Context: an optimization exercise on an open-source flow, tuned for small area and a short achievable clock period. The choices shown serve that exercise and are no tape-out recipe. Only simulation tests tie the RTL to the original design; equivalence was not proved.

<file path="flow/flow/run.sh">
#!/bin/bash
# Standard ORFS layout with one extra step between synthesis and floorplan:
# flow/pol.py re-chooses the polarity of every full adder (a full adder is self-dual)
# so that Yosys' extract_fa leaves fewer inverters. Registers are not touched.
set -euo pipefail
R=$PWD/orfs/results/$FLOW_PLATFORM/dct_row_top/base
bash standard.sh "$R/1_2_yosys.v" > synth.log 2>&1
cp "$R/1_2_yosys.v" "$PWD/1_2_yosys.before_pol.v"
python3 flow/pol.py "$PWD/1_2_yosys.before_pol.v" "$R/1_2_yosys.v" > pol.log 2>&1
# clock tree: the standard arguments, without the dummy loads CTS adds for balancing
export CTS_ARGS="-sink_clustering_enable -repair_clock_nets -dont_use_dummy_load -buf_list sky130_fd_sc_hd__clkbuf_8"
bash standard.sh finish > layout.log 2>&1
</file>
<file path="flow/flow/pol.py">
#!/usr/bin/env python3
"""Full-adder polarity optimisation of a Yosys netlist (sky130hd cells).

A full adder is self-dual: FA(~a, ~b, ~c) = (~sum, ~cout). Yosys' extract_fa leaves many
inverters between full adders; this pass chooses, for each sky130_fd_sc_hd__fa_* cell, whether
it computes the true or the complemented function, so that as few inverters as possible are
needed, then rebuilds the inverters. The logic function of every register input and output port
is unchanged; no register is touched.

usage: pol.py IN.v OUT.v
"""
import re, sys, collections, random

OUT_PINS = {'X', 'Y', 'Q', 'Q_N', 'SUM', 'COUT', 'HI', 'LO'}

def main(src, dst):
    text = open(src).read()
    m = re.search(r'^\s*module\s+(\S+)\s*\((.*?)\);', text, re.M | re.S)
    head_end = m.end()
    end = text.rindex('endmodule')
    body = text[head_end:end]
    # split body into statements
    inst_re = re.compile(r'^(\s*)(sky130_fd_sc_hd__\w+)\s+(\S+)\s*\((.*?)\);\s*$', re.M | re.S)
    pin_re = re.compile(r'\.(\w+)\(\s*(.*?)\s*\)\s*(?:,|$)', re.S)
    cells = []
    decls = []
    pos = 0
    others = []
    for mm in inst_re.finditer(body):
        others.append(body[pos:mm.start()])
        pos = mm.end()
        typ, name, pins = mm.group(2), mm.group(3), mm.group(4)
        pl = []
        for pm in pin_re.finditer(pins.strip()):
            pl.append([pm.group(1), pm.group(2).strip()])
        cells.append({'type': typ, 'name': name, 'pins': pl})
    tail = body[pos:]
    # ports
    ports_out = set()
    for mm in re.finditer(r'^\s*output\s+(\[(\d+):(\d+)\]\s*)?(\S+?)\s*;', text, re.M):
        if mm.group(1):
            hi, lo = int(mm.group(2)), int(mm.group(3))
            for i in range(min(hi, lo), max(hi, lo) + 1):
                ports_out.add('%s[%d]' % (mm.group(4), i))
        else:
            ports_out.add(mm.group(4))
    assigns = re.findall(r'^\s*assign\s+(.*?)\s*=\s*(.*?)\s*;', body, re.M)
    assert not assigns, 'assign statements not handled: %r' % assigns[:3]

    def isinv(c):
        return re.fullmatch(r'sky130_fd_sc_hd__(clk)?inv_\d+', c['type']) is not None
    def isfa(c):
        return re.fullmatch(r'sky130_fd_sc_hd__fa_\d+', c['type']) is not None
    def isxor(c):
        return re.fullmatch(r'sky130_fd_sc_hd__x(n)?or[23]_\d+', c['type']) is not None

    driver = {}
    for ci, c in enumerate(cells):
        for p, n in c['pins']:
            if p in OUT_PINS:
                driver[n] = (ci, p)
    invin = {}
    for ci, c in enumerate(cells):
        if isinv(c):
            d = dict(c['pins'])
            invin[d['Y']] = d['A']
    def resolve(n):
        par = 0
        seen = 0
        while n in invin:
            n = invin[n]; par ^= 1; seen += 1
            assert seen < 100
        return n, par
    keep_inv = set()
    for ci, c in enumerate(cells):
        if isinv(c) and dict(c['pins'])['Y'] in ports_out:
            keep_inv.add(ci)
    fa_ids = [ci for ci, c in enumerate(cells) if isfa(c)]
    fa_of_base = {}
    for ci in fa_ids:
        for p, n in cells[ci]['pins']:
            if p in ('SUM', 'COUT'):
                fa_of_base[n] = ci
    # consumers: (cell index or None for port, pin index, base, parity)
    cons = collections.defaultdict(list)   # base -> list of (ci, pinidx, par)
    for ci, c in enumerate(cells):
        if isinv(c) and ci not in keep_inv:
            continue
        for k, (p, n) in enumerate(c['pins']):
            if p in OUT_PINS:
                continue
            b, par = resolve(n)
            cons[b].append((ci, k, par))
    xor_ids = [ci for ci, c in enumerate(cells) if isxor(c)]
    xor_of_base = {}
    for ci in xor_ids:
        for p, n in cells[ci]['pins']:
            if p in OUT_PINS:
                xor_of_base[n] = ci
    pol = {ci: 0 for ci in fa_ids}
    xpol = {ci: 0 for ci in xor_ids}
    def pdrv(b):
        ci = fa_of_base.get(b)
        if ci is not None: return pol[ci]
        ci = xor_of_base.get(b)
        if ci is not None: return xpol[ci]
        return 0
    def need(ci, par):
        return par ^ (pol[ci] if ci in pol else 0)
    def cost_base(b):
        pd = pdrv(b)
        return 1 if any(ci not in xpol and need(ci, par) != pd for ci, k, par in cons.get(b, [])) else 0
    # bases touched by each FA
    touch = collections.defaultdict(set)
    for ci in fa_ids:
        for p, n in cells[ci]['pins']:
            if p in ('SUM', 'COUT'):
                touch[ci].add(n)
            else:
                touch[ci].add(resolve(n)[0])
    for ci in xor_ids:
        for p, n in cells[ci]['pins']:
            if p in OUT_PINS:
                touch[ci].add(n)
    allbases = set(cons.keys())
    before = sum(1 for ci, c in enumerate(cells) if isinv(c))
    start = sum(cost_base(b) for b in allbases)
    rnd = random.Random(1)
    improved = True
    it = 0
    while improved and it < 50:
        improved = False
        it += 1
        order = fa_ids + xor_ids
        rnd.shuffle(order)
        for ci in order:
            t = touch[ci]
            d = pol if ci in pol else xpol
            c0 = sum(cost_base(b) for b in t)
            d[ci] ^= 1
            c1 = sum(cost_base(b) for b in t)
            if c1 < c0:
                improved = True
            elif c1 > c0 or rnd.random() < 0.5:
                d[ci] ^= 1
    # simulated annealing from the greedy result
    import math
    cur = sum(cost_base(b) for b in allbases)
    best_state = (dict(pol), dict(xpol), cur)
    allv = fa_ids + xor_ids
    T = 2.0
    for step in range(200000):
        ci = allv[rnd.randrange(len(allv))]
        t = touch[ci]
        d = pol if ci in pol else xpol
        c0 = sum(cost_base(b) for b in t)
        d[ci] ^= 1
        c1 = sum(cost_base(b) for b in t)
        delta = c1 - c0
        if delta <= 0 or rnd.random() < math.exp(-delta / T):
            cur += delta
            if cur < best_state[2]:
                best_state = (dict(pol), dict(xpol), cur)
        else:
            d[ci] ^= 1
        T = max(0.05, T * 0.99997)
    pol.clear(); pol.update(best_state[0]); xpol.clear(); xpol.update(best_state[1])
    final = sum(cost_base(b) for b in allbases)
    # rebuild
    newinv = {}
    out_cells = []
    nid = [0]
    newwires = []
    def invnet(b):
        if b not in newinv:
            nid[0] += 1
            w = 'pol_n%d' % nid[0]
            newwires.append(w)
            newinv[b] = w
        return newinv[b]
    for ci, c in enumerate(cells):
        if isinv(c) and ci not in keep_inv:
            continue
        if ci in xpol:
            # inputs straight from the base nets; the cell type absorbs every inversion
            t = 1 if 'xnor' in c['type'] else 0
            t ^= xpol[ci]
            pins = []
            outn = None
            for p, n in c['pins']:
                if p in OUT_PINS:
                    outn = n; continue
                b, par = resolve(n)
                t ^= par ^ pdrv(b)
                pins.append((p, b))
            m = re.fullmatch(r'sky130_fd_sc_hd__x(n)?or([23])_(\d+)', c['type'])
            typ = 'sky130_fd_sc_hd__%s%s_%s' % ('xnor' if t else 'xor', m.group(2), m.group(3))
            pins.append(('Y' if t else 'X', outn))
            out_cells.append((typ, c['name'], pins))
            continue
        pins = []
        for p, n in c['pins']:
            if p in OUT_PINS:
                pins.append((p, n)); continue
            b, par = resolve(n)
            q = need(ci, par)
            if q == pdrv(b):
                pins.append((p, b))
            else:
                pins.append((p, invnet(b)))
        out_cells.append((c['type'], c['name'], pins))
    for b, w in newinv.items():
        nid[0] += 1
        out_cells.append(('sky130_fd_sc_hd__inv_1', 'pol_inv%d' % nid[0], [('A', b), ('Y', w)]))
    lines = [text[:head_end]]
    lines.append(''.join(others[:1]))
    for w in newwires:
        lines.append('  wire %s;\n' % w)
    for typ, name, pins in out_cells:
        lines.append('  %s %s (\n%s\n  );\n' % (typ, name, ',\n'.join('    .%s(%s)' % (p, n + ' ' if n.startswith('\\') else n) for p, n in pins)))
    lines.append(tail)
    lines.append(text[end:])
    open(dst, 'w').write(''.join(lines))
    flipped = sum(pol.values()) + sum(xpol.values())
    sys.stderr.write('pol: inverters %d -> %d (needed before opt %d), %d of %d full adders flipped\n'
                     % (before, final + len(keep_inv), start, flipped, len(fa_ids)))

if __name__ == '__main__':
    main(sys.argv[1], sys.argv[2])
</file>
<file path="flow/standard.sh">
#!/bin/bash
# synth_recipe.tcl (not shown) runs the flow's synth.tcl, then flattens the netlist and writes it again
# the make line also repeats each setting of config.mk as NAME=value (left out here)
make -C /OpenROAD-flow-scripts/flow DESIGN_CONFIG=/design/flow/config.mk WORK_HOME=/design/flow/orfs CLKGATE_MAP_FILE= SYNTH_SCRIPT=/design/flow/synth_recipe.tcl "${@:-finish}"
</file>
<file path="flow/config.mk">
export PLATFORM = sky130hd
export DESIGN_NAME = dct_row_top
export DESIGN_NICKNAME = dct_row_top
export VERILOG_FILES = /design/flow/design.v
export SDC_FILE = /design/flow/constraint.sdc
export NUM_CORES = 4
export LEC_CHECK = 0
export CAP_MARGIN = 20
export CORE_MARGIN = 2
export CORE_UTILIZATION = 60
export PLACE_DENSITY = 0.75
export SETUP_SLACK_MARGIN = 3.4
export SLEW_MARGIN = 20
</file>
<file path="flow/constraint.sdc">
create_clock -name core_clock -period 6.0 [get_ports {clk_i}]
set_input_delay 1.2000 -clock core_clock [delete_from_list [all_inputs] [get_ports {clk_i}]]
set_output_delay 1.2000 -clock core_clock [all_outputs]
set_load 0.01 [all_outputs]
</file>
<file path="flow/design.v">
`timescale 1ns/1ps
`default_nettype none
module dct_row_top (
  input  logic        clk_i,
  input  logic        rst_i,
  input  logic        px_valid_i,
  input  logic [7:0]  px_data_i,
  output logic        coef_valid_o,
  output logic [11:0] coef_data_o,
  output logic [2:0]  coef_index_o
);
logic [2:0] px_cnt;
logic [7:0] xs0, xs1, xs2, xs3, xs4, xs5, xs6;
logic [7:0] y0, y1, y2, y3, y4, y5, y6, y7;
logic       row_done;
assign row_done = px_valid_i & (&px_cnt);
always_ff @(posedge clk_i, posedge rst_i)
  if (rst_i) px_cnt <= 3'd0;
  else if (px_valid_i) px_cnt <= px_cnt + 3'd1;
always_ff @(posedge clk_i)
  if (px_valid_i) begin
    xs0 <= px_data_i; xs1 <= xs0; xs2 <= xs1; xs3 <= xs2; xs4 <= xs3; xs5 <= xs4; xs6 <= xs5;
  end
always_ff @(posedge clk_i)
  if (row_done) begin
    y0 <= xs6; y1 <= xs5; y2 <= xs4; y3 <= xs3; y4 <= xs2; y5 <= xs1; y6 <= xs0; y7 <= px_data_i;
  end
logic       busy;
logic [2:0] kc, kc_nx;
logic [3:0] n1, n2, n1_nx, n2_nx;
logic       odd;
assign kc_nx = row_done ? 3'd0 : kc + 3'd1;
always_comb begin
  case (kc_nx)
    3'd0: begin n1_nx = 4'b0000; n2_nx = 4'b0000; end
    3'd1: begin n1_nx = 4'b0000; n2_nx = 4'b1111; end
    3'd2: begin n1_nx = 4'b0000; n2_nx = 4'b0000; end
    3'd3: begin n1_nx = 4'b1110; n2_nx = 4'b0001; end
    3'd4: begin n1_nx = 4'b0000; n2_nx = 4'b0000; end
    3'd5: begin n1_nx = 4'b0010; n2_nx = 4'b1101; end
    3'd6: begin n1_nx = 4'b0000; n2_nx = 4'b0000; end
    3'd7: begin n1_nx = 4'b1010; n2_nx = 4'b0101; end
    default: begin n1_nx = 4'b0000; n2_nx = 4'b0000; end
  endcase
end
always_ff @(posedge clk_i, posedge rst_i)
  if (rst_i) begin busy <= 1'b0; kc <= 3'd0; end
  else if (row_done) begin busy <= 1'b1; kc <= 3'd0; end
  else if (busy) begin kc <= kc + 3'd1; if (&kc) busy <= 1'b0; end
always_ff @(posedge clk_i) begin
  n1 <= n1_nx; n2 <= n2_nx; odd <= kc_nx[0];
end
logic [8:0] u0, u1, u2, u3;
logic a0, a3, ca, b1, b2, cb;           
logic a0_nx, a3_nx, ca_nx, b1_nx, b2_nx, cb_nx;
logic oddu, o1, o3, o5, o7;    
logic ep_a, ep_b, eq_a, eq_b, er_a, er_b, es_a, es_b;
always_comb begin
  case (kc)
    3'd0: begin a0_nx = 1'b0; a3_nx = 1'b0; ca_nx = 1'b0; b1_nx = 1'b0; b2_nx = 1'b0; cb_nx = 1'b0; end
    3'd2: begin a0_nx = 1'b0; a3_nx = 1'b1; ca_nx = 1'b1; b1_nx = 1'b0; b2_nx = 1'b1; cb_nx = 1'b1; end
    3'd4: begin a0_nx = 1'b0; a3_nx = 1'b0; ca_nx = 1'b0; b1_nx = 1'b1; b2_nx = 1'b1; cb_nx = 1'b0; end
    3'd6: begin a0_nx = 1'b0; a3_nx = 1'b1; ca_nx = 1'b1; b1_nx = 1'b1; b2_nx = 1'b0; cb_nx = 1'b1; end
    default: begin a0_nx = 1'b0; a3_nx = 1'b0; ca_nx = 1'b0; b1_nx = 1'b0; b2_nx = 1'b0; cb_nx = 1'b0; end
  endcase
end
logic [2:0] ku;
logic       vu;
always_ff @(posedge clk_i) begin
  u0 <= 9'(y0 ^ {8{n1[0]}}) + 9'(y7 ^ {8{n2[0]}}) + 9'(odd);
  u1 <= 9'(y1 ^ {8{n1[1]}}) + 9'(y6 ^ {8{n2[1]}}) + 9'(odd);
  u2 <= 9'(y2 ^ {8{n1[2]}}) + 9'(y5 ^ {8{n2[2]}}) + 9'(odd);
  u3 <= 9'(y3 ^ {8{n1[3]}}) + 9'(y4 ^ {8{n2[3]}}) + 9'(odd);
  ku <= kc;
  a0 <= a0_nx; a3 <= a3_nx; ca <= ca_nx; b1 <= b1_nx; b2 <= b2_nx; cb <= cb_nx;
  oddu <= kc[0];
  ep_a <= (kc == 3'd0) | (kc == 3'd2) | (kc == 3'd4);
  ep_b <= (kc == 3'd6);
  eq_a <= (kc == 3'd6);
  eq_b <= (kc == 3'd0) | (kc == 3'd2) | (kc == 3'd4);
  er_a <= (kc == 3'd6);
  er_b <= (kc == 3'd2);
  es_a <= (kc == 3'd0) | (kc == 3'd2) | (kc == 3'd4);
  es_b <= (kc == 3'd6);
  o1 <= (kc == 3'd1); o3 <= (kc == 3'd3); o5 <= (kc == 3'd5); o7 <= (kc == 3'd7);
end
always_ff @(posedge clk_i, posedge rst_i)
  if (rst_i) vu <= 1'b0; else vu <= busy;
logic [9:0] al, be;
logic [9:0] vp;
logic [9:0] vq;
logic [9:0] vr;
logic [9:0] vs;
logic c_k0, c_k4, c_k26, c_odd;    
logic       vv;
assign al = 10'(u0 ^ {9{a0}}) + 10'(u3 ^ {9{a3}}) + 10'(ca);
assign be = 10'(u1 ^ {9{b1}}) + 10'(u2 ^ {9{b2}}) + 10'(cb);
logic [8:0] pm_p;
assign pm_p = ({9{o1}} & u0) | ({9{o3}} & u2) | ({9{o5}} & u1) | ({9{o7}} & u3);
logic [8:0] pm_q;
assign pm_q = ({9{o1}} & u1) | ({9{o3}} & u0) | ({9{o5}} & u3) | ({9{o7}} & u2);
logic [8:0] pm_r;
assign pm_r = ({9{o1}} & u2) | ({9{o3}} & u3) | ({9{o5}} & u0) | ({9{o7}} & u1);
logic [8:0] pm_s;
assign pm_s = ({9{o1}} & u3) | ({9{o3}} & u1) | ({9{o5}} & u2) | ({9{o7}} & u0);
always_ff @(posedge clk_i) begin
  vp <= ({10{oddu}} & {1'b0, pm_p}) | ({10{ep_a}} & al) | ({10{ep_b}} & be);
  vq <= ({10{oddu}} & {1'b0, pm_q}) | ({10{eq_a}} & al) | ({10{eq_b}} & be);
  vr <= ({10{oddu}} & {1'b0, pm_r}) | ({10{er_a}} & al) | ({10{er_b}} & be);
  vs <= ({10{oddu}} & {1'b0, pm_s}) | ({10{es_a}} & al) | ({10{es_b}} & be);
  c_k0 <= (ku == 3'd0); c_k4 <= (ku == 3'd4); c_k26 <= (ku == 3'd2) | (ku == 3'd6); c_odd <= ku[0];
end
always_ff @(posedge clk_i, posedge rst_i)
  if (rst_i) vv <= 1'b0; else vv <= vu;
logic row_p0_en;
logic row_p0_ng;
logic [9:0] row_p0;
assign row_p0 = ((vp & {10{row_p0_en}}) ^ {10{row_p0_ng}});
logic [9:0] row_p1;
assign row_p1 = ~vp;
logic row_p3_ng;
logic [9:0] row_p3;
assign row_p3 = (vp ^ {10{row_p3_ng}});
logic [9:0] row_p9;
assign row_p9 = vp;
logic row_q1_en;
logic [9:0] row_q1;
assign row_q1 = (vq & {10{row_q1_en}});
logic [9:0] row_q3;
assign row_q3 = vq;
logic row_q5_ng;
logic [9:0] row_q5;
assign row_q5 = (vq ^ {10{row_q5_ng}});
logic [9:0] row_q7;
assign row_q7 = ~vq;
logic row_q9_en;
logic [9:0] row_q9;
assign row_q9 = (vq & {10{row_q9_en}});
logic [9:0] row_r2;
assign row_r2 = ~vr;
logic [9:0] row_r5;
assign row_r5 = vr;
logic [9:0] row_r8;
assign row_r8 = vr;
logic [9:0] row_s2;
assign row_s2 = vs;
logic [9:0] row_s5;
assign row_s5 = ~vs;
logic row_s7_en;
logic row_s7_ng;
logic [9:0] row_s7;
assign row_s7 = ((vs & {10{row_s7_en}}) ^ {10{row_s7_ng}});
always_ff @(posedge clk_i) begin
  row_p0_en <= (ku == 3'd2) | (ku == 3'd6);
  row_p0_ng <= (ku == 3'd2) | (ku == 3'd6);
  row_p3_ng <= ~((ku == 3'd0) | (ku == 3'd4));
  row_q1_en <= ~((ku == 3'd2) | (ku == 3'd6));
  row_q5_ng <= (ku == 3'd0) | (ku == 3'd4);
  row_q9_en <= ~((ku == 3'd2) | (ku == 3'd6));
  row_s7_en <= ~((ku == 3'd2) | (ku == 3'd6));
  row_s7_ng <= (ku == 3'd0) | (ku == 3'd4);
end
logic [21:0] kconst;
assign kconst[0] = (c_k26);
assign kconst[1] = 1'b1;
assign kconst[2] = ~(c_k4);
assign kconst[3] = ~(c_k0);
assign kconst[4] = (c_k4);
assign kconst[5] = (c_k26 | c_odd);
assign kconst[6] = (c_k0);
assign kconst[7] = (c_k26 | c_odd);
assign kconst[8] = (c_k0);
assign kconst[9] = ~(c_k26);
assign kconst[10] = (c_k4 | c_k26);
assign kconst[11] = ~(c_k4);
assign kconst[12] = 1'b0;
assign kconst[13] = (c_k0 | c_odd);
assign kconst[14] = (c_k0 | c_k4);
assign kconst[15] = (c_k0);
assign kconst[16] = (c_k4);
assign kconst[17] = (c_k0);
assign kconst[18] = (c_k4);
assign kconst[19] = ~(c_k4);
assign kconst[20] = 1'b1;
assign kconst[21] = 1'b1;
wire cs1 = row_p1[7] ^ row_q3[5];
wire cc1 = row_p1[7] & row_q3[5];
wire cs2 = row_p1[8] ^ row_p9[0] ^ row_q3[6];
wire cc2 = (row_p1[8] & row_p9[0]) | (row_p1[8] & row_q3[6]) | (row_p9[0] & row_q3[6]);
wire cs3 = row_q7[2] ^ row_r2[7] ^ row_r5[4];
wire cc3 = (row_q7[2] & row_r2[7]) | (row_q7[2] & row_r5[4]) | (row_r2[7] & row_r5[4]);
wire cs4 = row_p1[9] ^ row_p9[1] ^ row_q3[7];
wire cc4 = (row_p1[9] & row_p9[1]) | (row_p1[9] & row_q3[7]) | (row_p9[1] & row_q3[7]);
wire cs5 = row_q7[3] ^ row_r2[8] ^ row_r5[5];
wire cc5 = (row_q7[3] & row_r2[8]) | (row_q7[3] & row_r5[5]) | (row_r2[8] & row_r5[5]);
wire cs6 = row_p9[2] ^ row_q3[8] ^ row_q7[4];
wire cc6 = (row_p9[2] & row_q3[8]) | (row_p9[2] & row_q7[4]) | (row_q3[8] & row_q7[4]);
wire cs7 = row_p1[4] ^ row_q3[2] ^ row_r2[3];
wire cc7 = (row_p1[4] & row_q3[2]) | (row_p1[4] & row_r2[3]) | (row_q3[2] & row_r2[3]);
wire cs8 = row_p1[5] ^ row_q3[3] ^ row_r2[4];
wire cc8 = (row_p1[5] & row_q3[3]) | (row_p1[5] & row_r2[4]) | (row_q3[3] & row_r2[4]);
wire cs9 = row_r5[1] ^ row_s2[4];
wire cc9 = row_r5[1] & row_s2[4];
wire cs10 = row_p1[6] ^ row_q3[4] ^ row_q7[0];
wire cc10 = (row_p1[6] & row_q3[4]) | (row_p1[6] & row_q7[0]) | (row_q3[4] & row_q7[0]);
wire cs11 = row_r2[5] ^ row_r5[2] ^ row_s2[5];
wire cc11 = (row_r2[5] & row_r5[2]) | (row_r2[5] & row_s2[5]) | (row_r5[2] & row_s2[5]);
wire cs12 = row_s5[2] ^ row_p0[7] ^ row_p3[4];
wire cc12 = (row_s5[2] & row_p0[7]) | (row_s5[2] & row_p3[4]) | (row_p0[7] & row_p3[4]);
wire cs13 = row_q7[1] ^ row_r2[6] ^ row_r5[3];
wire cc13 = (row_q7[1] & row_r2[6]) | (row_q7[1] & row_r5[3]) | (row_r2[6] & row_r5[3]);
wire cs14 = row_r8[0] ^ row_s2[6] ^ row_s5[3];
wire cc14 = (row_r8[0] & row_s2[6]) | (row_r8[0] & row_s5[3]) | (row_s2[6] & row_s5[3]);
wire cs15 = cs1 ^ row_p0[8] ^ row_p3[5];
wire cc15 = (cs1 & row_p0[8]) | (cs1 & row_p3[5]) | (row_p0[8] & row_p3[5]);
wire cs16 = row_q1[7] ^ row_q5[3];
wire cc16 = row_q1[7] & row_q5[3];
wire cs17 = row_r8[1] ^ row_s2[7] ^ row_s5[4];
wire cc17 = (row_r8[1] & row_s2[7]) | (row_r8[1] & row_s5[4]) | (row_s2[7] & row_s5[4]);
wire cs18 = cc1 ^ row_p0[9] ^ row_p3[6];
wire cc18 = (cc1 & row_p0[9]) | (cc1 & row_p3[6]) | (row_p0[9] & row_p3[6]);
wire cs19 = row_q1[8] ^ row_q5[4] ^ row_q9[0];
wire cc19 = (row_q1[8] & row_q5[4]) | (row_q1[8] & row_q9[0]) | (row_q5[4] & row_q9[0]);
wire cs20 = row_s7[2] ^ kconst[9] ^ cs2;
wire cc20 = (row_s7[2] & kconst[9]) | (row_s7[2] & cs2) | (kconst[9] & cs2);
wire cs21 = row_r8[2] ^ row_s2[8] ^ row_s5[5];
wire cc21 = (row_r8[2] & row_s2[8]) | (row_r8[2] & row_s5[5]) | (row_s2[8] & row_s5[5]);
wire cs22 = row_p3[7] ^ row_q1[9] ^ row_q5[5];
wire cc22 = (row_p3[7] & row_q1[9]) | (row_p3[7] & row_q5[5]) | (row_q1[9] & row_q5[5]);
wire cs23 = row_q9[1] ^ row_s7[3] ^ kconst[10];
wire cc23 = (row_q9[1] & row_s7[3]) | (row_q9[1] & kconst[10]) | (row_s7[3] & kconst[10]);
wire cs24 = cc2 ^ cc3 ^ cs4;
wire cc24 = (cc2 & cc3) | (cc2 & cs4) | (cc3 & cs4);
wire cs25 = row_r2[9] ^ row_r5[6] ^ row_r8[3];
wire cc25 = (row_r2[9] & row_r5[6]) | (row_r2[9] & row_r8[3]) | (row_r5[6] & row_r8[3]);
wire cs26 = row_s2[9] ^ row_s5[6] ^ row_p3[8];
wire cc26 = (row_s2[9] & row_s5[6]) | (row_s2[9] & row_p3[8]) | (row_s5[6] & row_p3[8]);
wire cs27 = row_q5[6] ^ row_q9[2] ^ row_s7[4];
wire cc27 = (row_q5[6] & row_q9[2]) | (row_q5[6] & row_s7[4]) | (row_q9[2] & row_s7[4]);
wire cs28 = kconst[11] ^ cc4 ^ cc5;
wire cc28 = (kconst[11] & cc4) | (kconst[11] & cc5) | (cc4 & cc5);
wire cs29 = row_p9[3] ^ row_q3[9] ^ row_q7[5];
wire cc29 = (row_p9[3] & row_q3[9]) | (row_p9[3] & row_q7[5]) | (row_q3[9] & row_q7[5]);
wire cs30 = row_r5[7] ^ row_r8[4] ^ row_s5[7];
wire cc30 = (row_r5[7] & row_r8[4]) | (row_r5[7] & row_s5[7]) | (row_r8[4] & row_s5[7]);
wire cs31 = row_p3[9] ^ row_q5[7] ^ row_q9[3];
wire cc31 = (row_p3[9] & row_q5[7]) | (row_p3[9] & row_q9[3]) | (row_q5[7] & row_q9[3]);
wire cs32 = row_p9[4] ^ row_q7[6] ^ row_r5[8];
wire cc32 = (row_p9[4] & row_q7[6]) | (row_p9[4] & row_r5[8]) | (row_q7[6] & row_r5[8]);
wire cs33 = row_r8[5] ^ row_s5[8];
wire cc33 = row_r8[5] & row_s5[8];
wire cs34 = row_p9[5] ^ row_q7[7] ^ row_r5[9];
wire cc34 = (row_p9[5] & row_q7[7]) | (row_p9[5] & row_r5[9]) | (row_q7[7] & row_r5[9]);
wire cs35 = row_p1[2] ^ row_q3[0] ^ row_r2[1];
wire cc35 = (row_p1[2] & row_q3[0]) | (row_p1[2] & row_r2[1]) | (row_q3[0] & row_r2[1]);
wire cs36 = row_p1[3] ^ row_q3[1] ^ row_r2[2];
wire cc36 = (row_p1[3] & row_q3[1]) | (row_p1[3] & row_r2[2]) | (row_q3[1] & row_r2[2]);
wire cs37 = row_s2[2] ^ row_p0[4];
wire cc37 = row_s2[2] & row_p0[4];
wire cs38 = row_r5[0] ^ row_s2[3] ^ row_s5[0];
wire cc38 = (row_r5[0] & row_s2[3]) | (row_r5[0] & row_s5[0]) | (row_s2[3] & row_s5[0]);
wire cs39 = row_p0[5] ^ row_p3[2] ^ row_q1[4];
wire cc39 = (row_p0[5] & row_p3[2]) | (row_p0[5] & row_q1[4]) | (row_p3[2] & row_q1[4]);
wire cs40 = row_q5[0] ^ kconst[5];
wire cc40 = row_q5[0] & kconst[5];
wire cs41 = row_s5[1] ^ cs9 ^ row_p0[6];
wire cc41 = (row_s5[1] & cs9) | (row_s5[1] & row_p0[6]) | (cs9 & row_p0[6]);
wire cs42 = row_p3[3] ^ row_q1[5] ^ row_q5[1];
wire cc42 = (row_p3[3] & row_q1[5]) | (row_p3[3] & row_q5[1]) | (row_q1[5] & row_q5[1]);
wire cs43 = kconst[6] ^ cc7 ^ cs8;
wire cc43 = (kconst[6] & cc7) | (kconst[6] & cs8) | (cc7 & cs8);
wire cs44 = cc9 ^ row_q1[6] ^ row_q5[2];
wire cc44 = (cc9 & row_q1[6]) | (cc9 & row_q5[2]) | (row_q1[6] & row_q5[2]);
wire cs45 = row_s7[0] ^ kconst[7] ^ cc8;
wire cc45 = (row_s7[0] & kconst[7]) | (row_s7[0] & cc8) | (kconst[7] & cc8);
wire cs46 = cs10 ^ cs11 ^ cs12;
wire cc46 = (cs10 & cs11) | (cs10 & cs12) | (cs11 & cs12);
wire cs47 = row_s7[1] ^ kconst[8] ^ cc10;
wire cc47 = (row_s7[1] & kconst[8]) | (row_s7[1] & cc10) | (kconst[8] & cc10);
wire cs48 = cc11 ^ cs13 ^ cs14;
wire cc48 = (cc11 & cs13) | (cc11 & cs14) | (cs13 & cs14);
wire cs49 = cs16 ^ cc12 ^ cs15;
wire cc49 = (cs16 & cc12) | (cs16 & cs15) | (cc12 & cs15);
wire cs50 = cc13 ^ cc14 ^ cs17;
wire cc50 = (cc13 & cc14) | (cc13 & cs17) | (cc14 & cs17);
wire cs51 = cs3 ^ cc16 ^ cc15;
wire cc51 = (cs3 & cc16) | (cs3 & cc15) | (cc16 & cc15);
wire cs52 = cs18 ^ cs19 ^ cs20;
wire cc52 = (cs18 & cs19) | (cs18 & cs20) | (cs19 & cs20);
wire cs53 = cc17 ^ cs21 ^ cs5;
wire cc53 = (cc17 & cs21) | (cc17 & cs5) | (cs21 & cs5);
wire cs54 = cc18 ^ cc19 ^ cs22;
wire cc54 = (cc18 & cc19) | (cc18 & cs22) | (cc19 & cs22);
wire cs55 = cs23 ^ cc20 ^ cs24;
wire cc55 = (cs23 & cc20) | (cs23 & cs24) | (cc20 & cs24);
wire cs56 = cc21 ^ cs25 ^ cs6;
wire cc56 = (cc21 & cs25) | (cc21 & cs6) | (cs25 & cs6);
wire cs57 = cc22 ^ cs26 ^ cs27;
wire cc57 = (cc22 & cs26) | (cc22 & cs27) | (cs26 & cs27);
wire cs58 = cc23 ^ cc24 ^ cs28;
wire cc58 = (cc23 & cc24) | (cc23 & cs28) | (cc24 & cs28);
wire cs59 = row_s7[5] ^ cc25 ^ cc6;
wire cc59 = (row_s7[5] & cc25) | (row_s7[5] & cc6) | (cc25 & cc6);
wire cs60 = cs29 ^ cs30 ^ cc26;
wire cc60 = (cs29 & cs30) | (cs29 & cc26) | (cs30 & cc26);
wire cs61 = cc27 ^ cs31 ^ cc28;
wire cc61 = (cc27 & cs31) | (cc27 & cc28) | (cs31 & cc28);
wire cs62 = cs33 ^ row_q5[8] ^ row_q9[4];
wire cc62 = (cs33 & row_q5[8]) | (cs33 & row_q9[4]) | (row_q5[8] & row_q9[4]);
wire cs63 = row_s7[6] ^ kconst[13] ^ cc29;
wire cc63 = (row_s7[6] & kconst[13]) | (row_s7[6] & cc29) | (kconst[13] & cc29);
wire cs64 = cc30 ^ cs32 ^ cc31;
wire cc64 = (cc30 & cs32) | (cc30 & cc31) | (cs32 & cc31);
wire cs65 = row_r8[6] ^ row_s5[9] ^ cc33;
wire cc65 = (row_r8[6] & row_s5[9]) | (row_r8[6] & cc33) | (row_s5[9] & cc33);
wire cs66 = row_q5[9] ^ row_q9[5] ^ row_s7[7];
wire cc66 = (row_q5[9] & row_q9[5]) | (row_q5[9] & row_s7[7]) | (row_q9[5] & row_s7[7]);
wire cs67 = kconst[14] ^ cc32 ^ cs34;
wire cc67 = (kconst[14] & cc32) | (kconst[14] & cs34) | (cc32 & cs34);
wire cs68 = row_p9[6] ^ row_q7[8] ^ row_r8[7];
wire cc68 = (row_p9[6] & row_q7[8]) | (row_p9[6] & row_r8[7]) | (row_q7[8] & row_r8[7]);
wire cs69 = row_q9[6] ^ row_s7[8] ^ kconst[15];
wire cc69 = (row_q9[6] & row_s7[8]) | (row_q9[6] & kconst[15]) | (row_s7[8] & kconst[15]);
wire cs70 = row_p9[7] ^ row_q7[9] ^ row_r8[8];
wire cc70 = (row_p9[7] & row_q7[9]) | (row_p9[7] & row_r8[8]) | (row_q7[9] & row_r8[8]);
wire cs71 = row_p1[1] ^ row_r2[0] ^ row_s2[0];
wire cc71 = (row_p1[1] & row_r2[0]) | (row_p1[1] & row_s2[0]) | (row_r2[0] & row_s2[0]);
wire cs72 = row_s2[1] ^ row_p0[3] ^ row_p3[0];
wire cc72 = (row_s2[1] & row_p0[3]) | (row_s2[1] & row_p3[0]) | (row_p0[3] & row_p3[0]);
wire cs73 = row_q1[2] ^ kconst[3];
wire cc73 = row_q1[2] & kconst[3];
wire cs74 = row_p3[1] ^ row_q1[3] ^ kconst[4];
wire cc74 = (row_p3[1] & row_q1[3]) | (row_p3[1] & kconst[4]) | (row_q1[3] & kconst[4]);
wire cs75 = cc35 ^ cs36 ^ cs37;
wire cc75 = (cc35 & cs36) | (cc35 & cs37) | (cs36 & cs37);
wire cs76 = cc36 ^ cs38 ^ cs7;
wire cc76 = (cc36 & cs38) | (cc36 & cs7) | (cs38 & cs7);
wire cs77 = cc37 ^ cs40 ^ cs39;
wire cc77 = (cc37 & cs40) | (cc37 & cs39) | (cs40 & cs39);
wire cs78 = cc38 ^ cc40 ^ cc39;
wire cc78 = (cc38 & cc40) | (cc38 & cc39) | (cc40 & cc39);
wire cs79 = cs41 ^ cs42 ^ cs43;
wire cc79 = (cs41 & cs42) | (cs41 & cs43) | (cs42 & cs43);
wire cs80 = cc41 ^ cc42 ^ cs44;
wire cc80 = (cc41 & cc42) | (cc41 & cs44) | (cc42 & cs44);
wire cs81 = cc43 ^ cs45 ^ cs46;
wire cc81 = (cc43 & cs45) | (cc43 & cs46) | (cs45 & cs46);
wire cs82 = cc44 ^ cc45 ^ cs47;
wire cc82 = (cc44 & cc45) | (cc44 & cs47) | (cc45 & cs47);
wire cs83 = cs48 ^ cc46 ^ cs49;
wire cc83 = (cs48 & cc46) | (cs48 & cs49) | (cc46 & cs49);
wire cs84 = cc47 ^ cc48 ^ cs50;
wire cc84 = (cc47 & cc48) | (cc47 & cs50) | (cc48 & cs50);
wire cs85 = cc49 ^ cs51 ^ cs52;
wire cc85 = (cc49 & cs51) | (cc49 & cs52) | (cs51 & cs52);
wire cs86 = cc50 ^ cs53 ^ cc51;
wire cc86 = (cc50 & cs53) | (cc50 & cc51) | (cs53 & cc51);
wire cs87 = cs54 ^ cc52 ^ cs55;
wire cc87 = (cs54 & cc52) | (cs54 & cs55) | (cc52 & cs55);
wire cs88 = cc53 ^ cs56 ^ cc54;
wire cc88 = (cc53 & cs56) | (cc53 & cc54) | (cs56 & cc54);
wire cs89 = cs57 ^ cc55 ^ cs58;
wire cc89 = (cs57 & cc55) | (cs57 & cs58) | (cc55 & cs58);
wire cs90 = cc56 ^ cs59 ^ cc57;
wire cc90 = (cc56 & cs59) | (cc56 & cc57) | (cs59 & cc57);
wire cs91 = cs60 ^ cc58 ^ cs61;
wire cc91 = (cs60 & cc58) | (cs60 & cs61) | (cc58 & cs61);
wire cs92 = cs62 ^ cc59 ^ cs63;
wire cc92 = (cs62 & cc59) | (cs62 & cs63) | (cc59 & cs63);
wire cs93 = cc60 ^ cs64 ^ cc61;
wire cc93 = (cc60 & cs64) | (cc60 & cc61) | (cs64 & cc61);
wire cs94 = cs65 ^ cc62 ^ cs66;
wire cc94 = (cs65 & cc62) | (cs65 & cs66) | (cc62 & cs66);
wire cs95 = cc63 ^ cs67 ^ cc64;
wire cc95 = (cc63 & cs67) | (cc63 & cc64) | (cs67 & cc64);
wire cs96 = cc34 ^ cs68 ^ cc65;
wire cc96 = (cc34 & cs68) | (cc34 & cc65) | (cs68 & cc65);
wire cs97 = cc66 ^ cs69 ^ cc67;
wire cc97 = (cc66 & cs69) | (cc66 & cc67) | (cs69 & cc67);
wire cs98 = row_q9[7] ^ row_s7[9] ^ kconst[16];
wire cc98 = (row_q9[7] & row_s7[9]) | (row_q9[7] & kconst[16]) | (row_s7[9] & kconst[16]);
wire cs99 = cc68 ^ cs70 ^ cc69;
wire cc99 = (cc68 & cs70) | (cc68 & cc69) | (cs70 & cc69);
wire cs100 = row_p9[8] ^ row_r8[9] ^ row_q9[8];
wire cc100 = (row_p9[8] & row_r8[9]) | (row_p9[8] & row_q9[8]) | (row_r8[9] & row_q9[8]);
wire cs101 = kconst[17] ^ cc70;
wire cc101 = kconst[17] & cc70;
wire cs102 = row_p9[9] ^ row_q9[9];
wire cc102 = row_p9[9] & row_q9[9];
logic cq_0_0;
always_ff @(posedge clk_i) cq_0_0 <= row_p0[0];
logic cq_0_1;
always_ff @(posedge clk_i) cq_0_1 <= kconst[0];
logic cq_1_1;
always_ff @(posedge clk_i) cq_1_1 <= row_p1[0];
logic cq_1_2;
always_ff @(posedge clk_i) cq_1_2 <= row_p0[1];
logic cq_1_3;
always_ff @(posedge clk_i) cq_1_3 <= row_q1[0];
logic cq_2_0;
always_ff @(posedge clk_i) cq_2_0 <= cs71;
logic cq_2_1;
always_ff @(posedge clk_i) cq_2_1 <= row_p0[2];
logic cq_2_2;
always_ff @(posedge clk_i) cq_2_2 <= row_q1[1];
logic cq_2_3;
always_ff @(posedge clk_i) cq_2_3 <= kconst[2];
logic cq_3_0;
always_ff @(posedge clk_i) cq_3_0 <= cc71;
logic cq_3_1;
always_ff @(posedge clk_i) cq_3_1 <= cs72;
logic cq_3_2;
always_ff @(posedge clk_i) cq_3_2 <= cs73;
logic cq_3_3;
always_ff @(posedge clk_i) cq_3_3 <= cs35;
logic cq_4_0;
always_ff @(posedge clk_i) cq_4_0 <= cc72;
logic cq_4_1;
always_ff @(posedge clk_i) cq_4_1 <= cc73;
logic cq_4_2;
always_ff @(posedge clk_i) cq_4_2 <= cs74;
logic cq_4_3;
always_ff @(posedge clk_i) cq_4_3 <= cs75;
logic cq_5_0;
always_ff @(posedge clk_i) cq_5_0 <= cc74;
logic cq_5_1;
always_ff @(posedge clk_i) cq_5_1 <= cc75;
logic cq_5_2;
always_ff @(posedge clk_i) cq_5_2 <= cs76;
logic cq_5_3;
always_ff @(posedge clk_i) cq_5_3 <= cs77;
logic cq_6_0;
always_ff @(posedge clk_i) cq_6_0 <= cc76;
logic cq_6_1;
always_ff @(posedge clk_i) cq_6_1 <= cc77;
logic cq_6_2;
always_ff @(posedge clk_i) cq_6_2 <= cs78;
logic cq_6_3;
always_ff @(posedge clk_i) cq_6_3 <= cs79;
logic cq_7_0;
always_ff @(posedge clk_i) cq_7_0 <= cc78;
logic cq_7_1;
always_ff @(posedge clk_i) cq_7_1 <= cc79;
logic cq_7_2;
always_ff @(posedge clk_i) cq_7_2 <= cs80;
logic cq_7_3;
always_ff @(posedge clk_i) cq_7_3 <= cs81;
logic cq_8_0;
always_ff @(posedge clk_i) cq_8_0 <= cc80;
logic cq_8_1;
always_ff @(posedge clk_i) cq_8_1 <= cc81;
logic cq_8_2;
always_ff @(posedge clk_i) cq_8_2 <= cs82;
logic cq_8_3;
always_ff @(posedge clk_i) cq_8_3 <= cs83;
logic cq_9_0;
always_ff @(posedge clk_i) cq_9_0 <= cc82;
logic cq_9_1;
always_ff @(posedge clk_i) cq_9_1 <= cc83;
logic cq_9_2;
always_ff @(posedge clk_i) cq_9_2 <= cs84;
logic cq_9_3;
always_ff @(posedge clk_i) cq_9_3 <= cs85;
logic cq_10_0;
always_ff @(posedge clk_i) cq_10_0 <= cc84;
logic cq_10_1;
always_ff @(posedge clk_i) cq_10_1 <= cc85;
logic cq_10_2;
always_ff @(posedge clk_i) cq_10_2 <= cs86;
logic cq_10_3;
always_ff @(posedge clk_i) cq_10_3 <= cs87;
logic cq_11_0;
always_ff @(posedge clk_i) cq_11_0 <= cc86;
logic cq_11_1;
always_ff @(posedge clk_i) cq_11_1 <= cc87;
logic cq_11_2;
always_ff @(posedge clk_i) cq_11_2 <= cs88;
logic cq_11_3;
always_ff @(posedge clk_i) cq_11_3 <= cs89;
logic cq_12_0;
always_ff @(posedge clk_i) cq_12_0 <= cc88;
logic cq_12_1;
always_ff @(posedge clk_i) cq_12_1 <= cc89;
logic cq_12_2;
always_ff @(posedge clk_i) cq_12_2 <= cs90;
logic cq_12_3;
always_ff @(posedge clk_i) cq_12_3 <= cs91;
logic cq_13_0;
always_ff @(posedge clk_i) cq_13_0 <= cc90;
logic cq_13_1;
always_ff @(posedge clk_i) cq_13_1 <= cc91;
logic cq_13_2;
always_ff @(posedge clk_i) cq_13_2 <= cs92;
logic cq_13_3;
always_ff @(posedge clk_i) cq_13_3 <= cs93;
logic cq_14_0;
always_ff @(posedge clk_i) cq_14_0 <= cc92;
logic cq_14_1;
always_ff @(posedge clk_i) cq_14_1 <= cc93;
logic cq_14_2;
always_ff @(posedge clk_i) cq_14_2 <= cs94;
logic cq_14_3;
always_ff @(posedge clk_i) cq_14_3 <= cs95;
logic cq_15_0;
always_ff @(posedge clk_i) cq_15_0 <= cc94;
logic cq_15_1;
always_ff @(posedge clk_i) cq_15_1 <= cc95;
logic cq_15_2;
always_ff @(posedge clk_i) cq_15_2 <= cs96;
logic cq_15_3;
always_ff @(posedge clk_i) cq_15_3 <= cs97;
logic cq_16_0;
always_ff @(posedge clk_i) cq_16_0 <= cc96;
logic cq_16_1;
always_ff @(posedge clk_i) cq_16_1 <= cc97;
logic cq_16_2;
always_ff @(posedge clk_i) cq_16_2 <= cs98;
logic cq_16_3;
always_ff @(posedge clk_i) cq_16_3 <= cs99;
logic cq_17_0;
always_ff @(posedge clk_i) cq_17_0 <= cc98;
logic cq_17_1;
always_ff @(posedge clk_i) cq_17_1 <= cc99;
logic cq_17_2;
always_ff @(posedge clk_i) cq_17_2 <= cs100;
logic cq_17_3;
always_ff @(posedge clk_i) cq_17_3 <= cs101;
logic cq_18_0;
always_ff @(posedge clk_i) cq_18_0 <= cc100;
logic cq_18_1;
always_ff @(posedge clk_i) cq_18_1 <= cc101;
logic cq_18_2;
always_ff @(posedge clk_i) cq_18_2 <= cs102;
logic cq_18_3;
always_ff @(posedge clk_i) cq_18_3 <= kconst[18];
logic cq_19_0;
always_ff @(posedge clk_i) cq_19_0 <= cc102;
logic cq_19_1;
always_ff @(posedge clk_i) cq_19_1 <= kconst[19];
logic vc;
always_ff @(posedge clk_i, posedge rst_i)
  if (rst_i) vc <= 1'b0; else vc <= vv;
wire cs103 = 1'b1 ^ cq_1_1;
wire cc103 = 1'b1 & cq_1_1;
wire cs104 = cq_2_0 ^ cq_2_1 ^ cq_2_2;
wire cc104 = (cq_2_0 & cq_2_1) | (cq_2_0 & cq_2_2) | (cq_2_1 & cq_2_2);
wire cs105 = cq_3_0 ^ cq_3_1 ^ cq_3_2;
wire cc105 = (cq_3_0 & cq_3_1) | (cq_3_0 & cq_3_2) | (cq_3_1 & cq_3_2);
wire cs106 = cq_4_0 ^ cq_4_1 ^ cq_4_2;
wire cc106 = (cq_4_0 & cq_4_1) | (cq_4_0 & cq_4_2) | (cq_4_1 & cq_4_2);
wire cs107 = cq_5_0 ^ cq_5_1 ^ cq_5_2;
wire cc107 = (cq_5_0 & cq_5_1) | (cq_5_0 & cq_5_2) | (cq_5_1 & cq_5_2);
wire cs108 = cq_6_0 ^ cq_6_1 ^ cq_6_2;
wire cc108 = (cq_6_0 & cq_6_1) | (cq_6_0 & cq_6_2) | (cq_6_1 & cq_6_2);
wire cs109 = cq_7_0 ^ cq_7_1 ^ cq_7_2;
wire cc109 = (cq_7_0 & cq_7_1) | (cq_7_0 & cq_7_2) | (cq_7_1 & cq_7_2);
wire cs110 = cq_8_0 ^ cq_8_1 ^ cq_8_2;
wire cc110 = (cq_8_0 & cq_8_1) | (cq_8_0 & cq_8_2) | (cq_8_1 & cq_8_2);
wire cs111 = cq_9_0 ^ cq_9_1 ^ cq_9_2;
wire cc111 = (cq_9_0 & cq_9_1) | (cq_9_0 & cq_9_2) | (cq_9_1 & cq_9_2);
wire cs112 = cq_10_0 ^ cq_10_1 ^ cq_10_2;
wire cc112 = (cq_10_0 & cq_10_1) | (cq_10_0 & cq_10_2) | (cq_10_1 & cq_10_2);
wire cs113 = cq_11_0 ^ cq_11_1 ^ cq_11_2;
wire cc113 = (cq_11_0 & cq_11_1) | (cq_11_0 & cq_11_2) | (cq_11_1 & cq_11_2);
wire cs114 = cq_12_0 ^ cq_12_1 ^ cq_12_2;
wire cc114 = (cq_12_0 & cq_12_1) | (cq_12_0 & cq_12_2) | (cq_12_1 & cq_12_2);
wire cs115 = cq_13_0 ^ cq_13_1 ^ cq_13_2;
wire cc115 = (cq_13_0 & cq_13_1) | (cq_13_0 & cq_13_2) | (cq_13_1 & cq_13_2);
wire cs116 = cq_14_0 ^ cq_14_1 ^ cq_14_2;
wire cc116 = (cq_14_0 & cq_14_1) | (cq_14_0 & cq_14_2) | (cq_14_1 & cq_14_2);
wire cs117 = cq_15_0 ^ cq_15_1 ^ cq_15_2;
wire cc117 = (cq_15_0 & cq_15_1) | (cq_15_0 & cq_15_2) | (cq_15_1 & cq_15_2);
wire cs118 = cq_16_0 ^ cq_16_1 ^ cq_16_2;
wire cc118 = (cq_16_0 & cq_16_1) | (cq_16_0 & cq_16_2) | (cq_16_1 & cq_16_2);
wire cs119 = cq_17_0 ^ cq_17_1 ^ cq_17_2;
wire cc119 = (cq_17_0 & cq_17_1) | (cq_17_0 & cq_17_2) | (cq_17_1 & cq_17_2);
wire cs120 = cq_18_0 ^ cq_18_1 ^ cq_18_2;
wire cc120 = (cq_18_0 & cq_18_1) | (cq_18_0 & cq_18_2) | (cq_18_1 & cq_18_2);
wire cs121 = cq_1_2 ^ cq_1_3;
wire cc121 = cq_1_2 & cq_1_3;
wire cs122 = cq_2_3 ^ cc103 ^ cs104;
wire cc122 = (cq_2_3 & cc103) | (cq_2_3 & cs104) | (cc103 & cs104);
wire cs123 = cq_3_3 ^ cc104 ^ cs105;
wire cc123 = (cq_3_3 & cc104) | (cq_3_3 & cs105) | (cc104 & cs105);
wire cs124 = cq_4_3 ^ cc105 ^ cs106;
wire cc124 = (cq_4_3 & cc105) | (cq_4_3 & cs106) | (cc105 & cs106);
wire cs125 = cq_5_3 ^ cc106 ^ cs107;
wire cc125 = (cq_5_3 & cc106) | (cq_5_3 & cs107) | (cc106 & cs107);
wire cs126 = cq_6_3 ^ cc107 ^ cs108;
wire cc126 = (cq_6_3 & cc107) | (cq_6_3 & cs108) | (cc107 & cs108);
wire cs127 = cq_7_3 ^ cc108 ^ cs109;
wire cc127 = (cq_7_3 & cc108) | (cq_7_3 & cs109) | (cc108 & cs109);
wire cs128 = cq_8_3 ^ cc109 ^ cs110;
wire cc128 = (cq_8_3 & cc109) | (cq_8_3 & cs110) | (cc109 & cs110);
wire cs129 = cq_9_3 ^ cc110 ^ cs111;
wire cc129 = (cq_9_3 & cc110) | (cq_9_3 & cs111) | (cc110 & cs111);
wire cs130 = cq_10_3 ^ cc111 ^ cs112;
wire cc130 = (cq_10_3 & cc111) | (cq_10_3 & cs112) | (cc111 & cs112);
wire cs131 = cq_11_3 ^ cc112 ^ cs113;
wire cc131 = (cq_11_3 & cc112) | (cq_11_3 & cs113) | (cc112 & cs113);
wire cs132 = cq_12_3 ^ cc113 ^ cs114;
wire cc132 = (cq_12_3 & cc113) | (cq_12_3 & cs114) | (cc113 & cs114);
wire cs133 = cq_13_3 ^ cc114 ^ cs115;
wire cc133 = (cq_13_3 & cc114) | (cq_13_3 & cs115) | (cc114 & cs115);
wire cs134 = cq_14_3 ^ cc115 ^ cs116;
wire cc134 = (cq_14_3 & cc115) | (cq_14_3 & cs116) | (cc115 & cs116);
wire cs135 = cq_15_3 ^ cc116 ^ cs117;
wire cc135 = (cq_15_3 & cc116) | (cq_15_3 & cs117) | (cc116 & cs117);
wire cs136 = cq_16_3 ^ cc117 ^ cs118;
wire cc136 = (cq_16_3 & cc117) | (cq_16_3 & cs118) | (cc117 & cs118);
wire cs137 = cq_17_3 ^ cc118 ^ cs119;
wire cc137 = (cq_17_3 & cc118) | (cq_17_3 & cs119) | (cc118 & cs119);
wire cs138 = cq_18_3 ^ cc119 ^ cs120;
wire cc138 = (cq_18_3 & cc119) | (cq_18_3 & cs120) | (cc119 & cs120);
wire cs139 = cq_19_0 ^ cq_19_1 ^ cc120;
wire cc139 = (cq_19_0 & cq_19_1) | (cq_19_0 & cc120) | (cq_19_1 & cc120);
logic [10:0] lowsum;
assign lowsum = {1'b0, cc128, cc127, cc126, cc125, cc124, cc123, cc122, cc121, cs121, cq_0_0} + {1'b0, cs129, cs128, cs127, cs126, cs125, cs124, cs123, cs122, cs103, cq_0_1};
logic cr_lowc;
always_ff @(posedge clk_i) cr_lowc <= lowsum[10];
logic cr_10_0;
always_ff @(posedge clk_i) cr_10_0 <= cc129;
logic cr_10_1;
always_ff @(posedge clk_i) cr_10_1 <= cs130;
logic cr_11_0;
always_ff @(posedge clk_i) cr_11_0 <= cc130;
logic cr_11_1;
always_ff @(posedge clk_i) cr_11_1 <= cs131;
logic cr_12_0;
always_ff @(posedge clk_i) cr_12_0 <= cc131;
logic cr_12_1;
always_ff @(posedge clk_i) cr_12_1 <= cs132;
logic cr_13_0;
always_ff @(posedge clk_i) cr_13_0 <= cc132;
logic cr_13_1;
always_ff @(posedge clk_i) cr_13_1 <= cs133;
logic cr_14_0;
always_ff @(posedge clk_i) cr_14_0 <= cc133;
logic cr_14_1;
always_ff @(posedge clk_i) cr_14_1 <= cs134;
logic cr_15_0;
always_ff @(posedge clk_i) cr_15_0 <= cc134;
logic cr_15_1;
always_ff @(posedge clk_i) cr_15_1 <= cs135;
logic cr_16_0;
always_ff @(posedge clk_i) cr_16_0 <= cc135;
logic cr_16_1;
always_ff @(posedge clk_i) cr_16_1 <= cs136;
logic cr_17_0;
always_ff @(posedge clk_i) cr_17_0 <= cc136;
logic cr_17_1;
always_ff @(posedge clk_i) cr_17_1 <= cs137;
logic cr_18_0;
always_ff @(posedge clk_i) cr_18_0 <= cc137;
logic cr_18_1;
always_ff @(posedge clk_i) cr_18_1 <= cs138;
logic cr_19_0;
always_ff @(posedge clk_i) cr_19_0 <= cc138;
logic cr_19_1;
always_ff @(posedge clk_i) cr_19_1 <= cs139;
logic cr_20_0;
always_ff @(posedge clk_i) cr_20_0 <= cc139;
logic vc2;
always_ff @(posedge clk_i, posedge rst_i)
  if (rst_i) vc2 <= 1'b0; else vc2 <= vc;
logic [21:0] fa, fb, fsum;
assign fa = {1'b1, cr_20_0, cr_19_0, cr_18_0, cr_17_0, cr_16_0, cr_15_0, cr_14_0, cr_13_0, cr_12_0, cr_11_0, cr_10_0, 1'b0, 1'b0, 1'b0, 1'b0, 1'b0, 1'b0, 1'b0, 1'b0, 1'b0, 1'b0};
assign fb = {1'b0, 1'b1, cr_19_1, cr_18_1, cr_17_1, cr_16_1, cr_15_1, cr_14_1, cr_13_1, cr_12_1, cr_11_1, cr_10_1, 1'b0, 1'b0, 1'b0, 1'b0, 1'b0, 1'b0, 1'b0, 1'b0, 1'b0, 1'b0};
logic [12:0] fhi;
assign fhi = {fa[21:10], 1'b1} + {fb[21:10], cr_lowc};
assign fsum = {fhi[12:1], 10'd0};
always_ff @(posedge clk_i) coef_data_o <= fsum[21:10];
always_ff @(posedge clk_i, posedge rst_i)
  if (rst_i) coef_valid_o <= 1'b0; else coef_valid_o <= vc2;
always_ff @(posedge clk_i, posedge rst_i)
  if (rst_i) coef_index_o <= 3'd0; else if (coef_valid_o) coef_index_o <= coef_index_o + 3'd1;
endmodule
`default_nettype wire
</file>
==> summary.md, run 1 <==
- finished clean — run status
- 0 ns — total negative setup slack
- u2[0]$_DFF_P_ — Reg-to-Reg Start
- 0 — number of antenna violations at the first check in global routing
- 12.4 mm — wl on met1
- 9845 — vias in the first global route
- 1 — synth warn
- 0 — final count of pins violating max slew
- 0.56 ns — clock latency on the worst-skew pair
- 0 — final setup violation count
- flop — Worst Setup End Kind
- 6.45 ns — required time of the critical path
- 1494 — Mapped Nets
- 26 — count of port buffers added during placement
- 30.3 mm — sum of routed wire length over all layers
- 1261 — number of instances in the synthesized netlist
- 999 µm — routed wl met3
- 0 — number of hold buffers added after cts
- 2 — maximum level of the CTS H-tree
- 2.96 ns — data arrival time of the worst path
- 9211 — via count
- 0 — maxcap violations
- 170 µm — floorplan die height
- 3.49 ns — setup slack of the most critical reg-to-reg path
- 170 µm — die width
- 0.06 ns — Clock Pin Slew Worst Setup and Hold Paths
- sky130_fd_sc_hd__fa_2 — CP most frequent cell
- flop — Worst Setup Start Kind
- 5 — drt pass-1 iters
- 1646 — non-filler instance count after layout
- 0.37 ns — Slowest Stage Delay on Critical Path
- 15.6 mm — Routed met2 length
- 49.4 mm — first-pass GRT wire length
- 9 — cell count of the worst reg-to-reg path
- 18.4 µm — routed length per instance
- 28800 µm² — die area
- 398 MHz — maximum clock frequency
- 16500 µm² — Synth Cell Area
- 17900 µm² — post-layout instance area
- 27000 µm² — total core area
- 0.0426 ns — post-route clock skew
- 5 — top fanout value on the critical path
- 2.51 ns — Final Critical Period
- 23.2 mm — DP HPWL
- 27 — number of top-level pins
- sky130_fd_sc_hd__clkbuf_8 — Clock Tree Root
- xor2_1 > fa_2 > fa_2 > a21oi_2 > nor2b_2 > a311oi_2 > buf_4 > xnor2_1 > a221o_1 — cell breakdown of the critical path
- 1989 — filler instances
- 17000 µm² — post-placement cell area
- 0.859 ns — pin slew with the least headroom to its limit
- 8.81% — ratio of cells with drive above 1 in the final layout
- 1589 — Post-Place Cells
- 0 — DRC violation count after routing
- 22.1% — GRT Resource Usage Total
- 60 — # rows
- vq[6]$_DFF_P_ — endpoint of the worst register-to-register path
- flop to flop — critical setup path kind
- coef_valid_o$_DFF_PP0_ — worst hold endpoint
- 0 — Cells on Worst Hold Path
- met4 — top layer used by detailed routing
- 60 — maximum number of pins on one net before global-route repair
- 66.4% — final core utilization
- 345 — sink count of the clock tree
- vc2$_DFF_PP0_ — worst hold start
- 0 — number of antenna diodes
- built — TritonCTS clock tree
- false — setup repair after global routing missed its margin
- flop to flop — worst min path class
- 13.1 µm² — average footprint of a synthesized cell
- 42.6% — tightest slew margin relative to the limit
- 3 — buffer depth of the longest clock path
- 1540 — Layout Nets
- 5.60 — via density per instance
- 41.9% — final clock period utilization by the worst path
- 0.930 — placer's final routability congestion estimate
- 52 — clock buffers created by TritonCTS
- 492 — number of DRC violations after detailed-routing iteration 0
- 8.69% — P&R area growth vs syn
- 0 — post-detailed-route count of antenna-violating nets
- 61.1% — Initial Utilization
- 0 — total overflow reported by the global router
- sky130_fd_sc_hd__fa_2 — slowest stage cell on the critical path
- 0 — final hold violation count
cell type report:
cell class | instances | area (µm²) | share of cell area, %
Timing Repair Buffer | 38 | 329 | 1.84
Multi-Input combinational cell | 793 | 7900 | 44.1
Clock buffer | 52 | 716 | 4.00
Tap cell | 341 | 427 | 2.38
Inverter | 77 | 289 | 1.62
Sequential cell | 345 | 8230 | 46.0
state kept, by name (all words and copies together) (netlist names), 9 cells and up:
| name | cells |
|---|---|
| u1 | 9 |
| vq | 10 |
| u3 | 9 |
| vp | 10 |
| u2 | 9 |
| vs | 9 |
| coef_data_o | 12 |
| vr | 10 |
| u0 | 9 |
worst max-delay path by stage:
stage                            endpoint       startpoint  slack (ns)
after CTS                   vq[8]$_DFF_P_    u1[0]$_DFF_P_        3.39
after floorplan             vp[8]$_DFF_P_       b2$_DFF_P_        3.44
after detailed placement  y0[7]$_DFFE_PP_       px_valid_i        3.09
after global placement    y0[7]$_DFFE_PP_       px_valid_i        3.13
after global routing        u2[6]$_DFF_P_  y5[0]$_DFFE_PP_        3.38
final                       vq[6]$_DFF_P_    u2[0]$_DFF_P_        3.49
placed cells by master (no fill, tap or decap), drive strengths merged, types with 18 or more instances in the layout:
master,count
a21o,21
a21oi,33
a221o,18
a22o,28
a22oi,54
clkbuf,52
dfxtp,210
edfxtp,120
fa,139
ha,83
inv,77
nand2,67
nor2,42
nor2b,20
o21ai,37
xnor2,44
xor2,114
worst max-delay path, delay by kind of cell, from the launching register on:
kind                       cells  cell delay, ns
and+or+nand+nor                1            0.06
xor gates and xnor gates       2            0.28
AOI/OAI and AO/OA              3            0.81
buffers and inverters          1            0.17
DFF                            1            0.35
adders and majority gates      2            0.73
stage by stage:
stage / hold WS [ns] / worst slack, ns
final: 0.346 / 3.49
after global routing: 0.355 / 3.38
after CTS: 0.347 / 3.39
after detailed placement: 0.335 / 3.09
after global placement: 0.333 / 3.13
after floorplan: 0.331 / 3.44
per-layer routing:
layer / global-route usage [%] / up-vias
li1: - / 4394
met1: 26.2 / 4538
met2: 40.1 / 201
met3: 3.24 / 78
met4: 9.48 / 0
met5: 0 / -
what timing repair did:
action                     CTS  global route
setup endpoints to repair   34            19
gates resized for setup     40            20
setup buffers                4             1
gates cloned                 0             0
pin swaps                    5             3
==> inputs of run 2 (changes only) <==
--- a/flow/config.mk
+++ b/flow/config.mk
@@ -11,3 +11,3 @@
 export PLACE_DENSITY = 0.75
-export SETUP_SLACK_MARGIN = 3.4
+export SETUP_SLACK_MARGIN = 3.6
 export SLEW_MARGIN = 20
==> run 2 against run 1 <==
Die area is the same; clock-buffer cell count up 1; clock skew rose by 0.0079 ns; critical path type unchanged; final cell count increased by 1.2%; register-to-register slack got worse by 0.03 ns; first-iteration DRC count is 6.5% higher; routed wire length increased by 1.1%; critical endpoint is now vr[8]$_DFF_P_; still clean on timing, DRC and antenna.
==> summary.md, run 2 <==
- finished clean — run status
- b1$_DFF_P_ — beginning of the critical path
- 170 µm — floorplan die height
- true — setup repair after global routing missed its margin
- 42.3% — final clock period utilization by the worst path
- 394 MHz — maximum clock frequency
- 2.96 ns — data arrival time of the worst path
- 67.7% — final core utilization
- 0.56 ns — clock latency on the worst-skew pair
- coef_valid_o$_DFF_PP0_ — worst hold endpoint
- 9279 — via count
- 0.05 ns — Clock Pin Slew Worst Setup and Hold Paths
- 524 — number of DRC violations after detailed-routing iteration 0
- 0 — final setup violation count
- 0 — number of antenna diodes
- 27 — number of top-level pins
- 13.1 µm² — average footprint of a synthesized cell
- 0 — Cells on Worst Hold Path
- 0 — post-detailed-route count of antenna-violating nets
- 9806 — vias in the first global route
- 23.2 mm — DP HPWL
- 0 — total overflow reported by the global router
- 0 — final hold violation count
- sky130_fd_sc_hd__dfxtp_1 — most common library cell in the layout ignoring fill and taps
- b1$_DFF_P_ — Reg-to-Reg Start
- flop — Worst Setup Start Kind
- 0 — number of hold buffers added after cts
- 10.9% — P&R area growth vs syn
- 6 — drt pass-1 iters
- 4 — top fanout value on the critical path
- 49.8 mm — first-pass GRT wire length
- flop to flop — critical setup path kind
- vc2$_DFF_PP0_ — worst hold start
- flop to flop — worst min path class
- 3.46 ns — setup slack of the most critical reg-to-reg path
- 0 — DRC violation count after routing
- 0.345 ns — worst slack on hold paths
- flop — Worst Setup End Kind
- 0 — number of antenna violations at the first check in global routing
- 53 — clock buffers created by TritonCTS
- 1666 — non-filler instance count after layout
- vr[8]$_DFF_P_ — endpoint of the worst register-to-register path
- 0 — maxcap violations
- 0.939 — placer's final routability congestion estimate
- 1589 — Post-Place Cells
- 2.54 ns — Final Critical Period
- 345 — sink count of the clock tree
- 0.38 ns — Slowest Stage Delay on Critical Path
- sky130_fd_sc_hd__dfxtp_1, sky130_fd_sc_hd__fa_1, sky130_fd_sc_hd__edfxtp_1 — commonest cells after routing, fill and taps aside
- 12 — number of flip-flops in the largest register
- 60 — # rows
- 27000 µm² — total core area
- xor2_2 > fa_2 > fa_2 > a21oi_2 > nor2b_2 > a311oi_2 > a21oi_2 > xor2_2 > a221o_1 — cell breakdown of the critical path
- 1261 — number of instances in the synthesized netlist
- 22.2% — GRT Resource Usage Total
- 6.42 ns — required time of the critical path
- 1 — synth warn
- 170 µm — die width
- 43.2% — tightest slew margin relative to the limit
- 0.0505 ns — post-route clock skew
- 26 — count of port buffers added during placement
- 1494 — Mapped Nets
- sky130_fd_sc_hd__clkbuf_8 — Clock Tree Root
- 61.1% — Initial Utilization
- 2 — maximum level of the CTS H-tree
- 13.6% — ratio of cells with drive above 1 in the final layout
- 18.4 µm — routed length per instance
- 9 — cell count of the worst reg-to-reg path
- 60 — maximum number of pins on one net before global-route repair
- 16500 µm² — Synth Cell Area
- sky130_fd_sc_hd__fa_2 — slowest stage cell on the critical path
- 1560 — Layout Nets
- 30.6 mm — sum of routed wire length over all layers
- 3 — buffer depth of the longest clock path
- coef_data_o — register with the most flip-flops
- 5.57 — via density per instance
- 28800 µm² — die area
- 0 ns — total negative setup slack
- built — TritonCTS clock tree
- 0 — final count of pins violating max slew
- 0.850 ns — pin slew with the least headroom to its limit
==> run 2: worst max-delay path by stage <==
stage                       to  slack (ns)  cells past startpoint
2_1_floorplan    vp[8]$_DFF_P_        3.54                     10
3_3_place_gp   y1[7]$_DFFE_PP_        3.14                      3
3_5_place_dp   y1[7]$_DFFE_PP_        3.08                      3
4_1_cts          vr[8]$_DFF_P_        3.41                      9
5_1_grt          vq[8]$_DFF_P_        3.34                      9
6_report         vr[8]$_DFF_P_        3.46                      9
==> run 2: per-stage QoR <==
step | cell area (µm²) | worst slack, ns
4_1_cts | 18000 | 3.41
2_1_floorplan | 16500 | 3.54
6_report | 18300 | 3.46
3_5_place_dp | 17000 | 3.08
5_1_grt | 18300 | 3.34
3_3_place_gp | 17000 | 3.14
==> run 2: layout make-up <==
class                           count  area, µm²
Multi-Input combinational cell    793       8070
Fill cell                        1906       8700
Inverter                           77        289
Clock buffer                       53        729
Timing Repair Buffer               57        478
Sequential cell                   345       8260
Tap cell                          341        427
==> run 2: layer usage <==
layer	vias up	track usage, %	share of wire [%]
met4	0	7.80	3.6
met2	206	40.2	52
met3	80	3.50	3.7
met1	4556	27.1	41
met5	-	0	0
li1	4437	-	-
==> run 2: repair_timing <==
action,4_1_cts,5_1_grt
resized for setup,88,34
endpoints found under the setup margin,102,41
pin swaps,13,14
buffers inserted,13,11
==> run 2: worst max-delay path, delay by kind of cell, from the launching register on <==
kind	cells	cell delay, ns
simple gates	1	0.06
compound gates	4	0.89
fa+ha+maj	2	0.75
flops	1	0.35
xor+xnor	2	0.37

## afterwards: timing with drivers on the ports
The flow's constraints put no driver on any port. The routed layouts listed below were extracted and timed again, unchanged, in two steps. Step 1 sets driving cells, clkbuf_16 on the clock port and buf_2 on the other inputs (assumed; they add their load-dependent delay and slew). Step 2 adds t to the input delays and takes it off the output delays; t is the mean of the earliest and latest rising clock arrival at the registers after step 1. Input paths then give back, and output paths get back, about the clock's delay inside the block. a / b / c = ideal ports / drivers / drivers and shift; a / b = the first two.
run | t (ns) | setup WS [ns] | clock arrival spread, ns | worst slew at a driven data input, ns
run 1 | 0.582 | 3.488 / 3.488 / 3.116 | 0.050 / 0.050 | 0.03
run 2 | 0.579 | 3.461 / 3.461 / 3.421 | 0.053 / 0.053 | 0.04
After both steps every run listed still meets setup and hold. The setup slack of run 1, which loses most, moves by 0.000 ns with the drivers and by -0.372 ns with both steps.
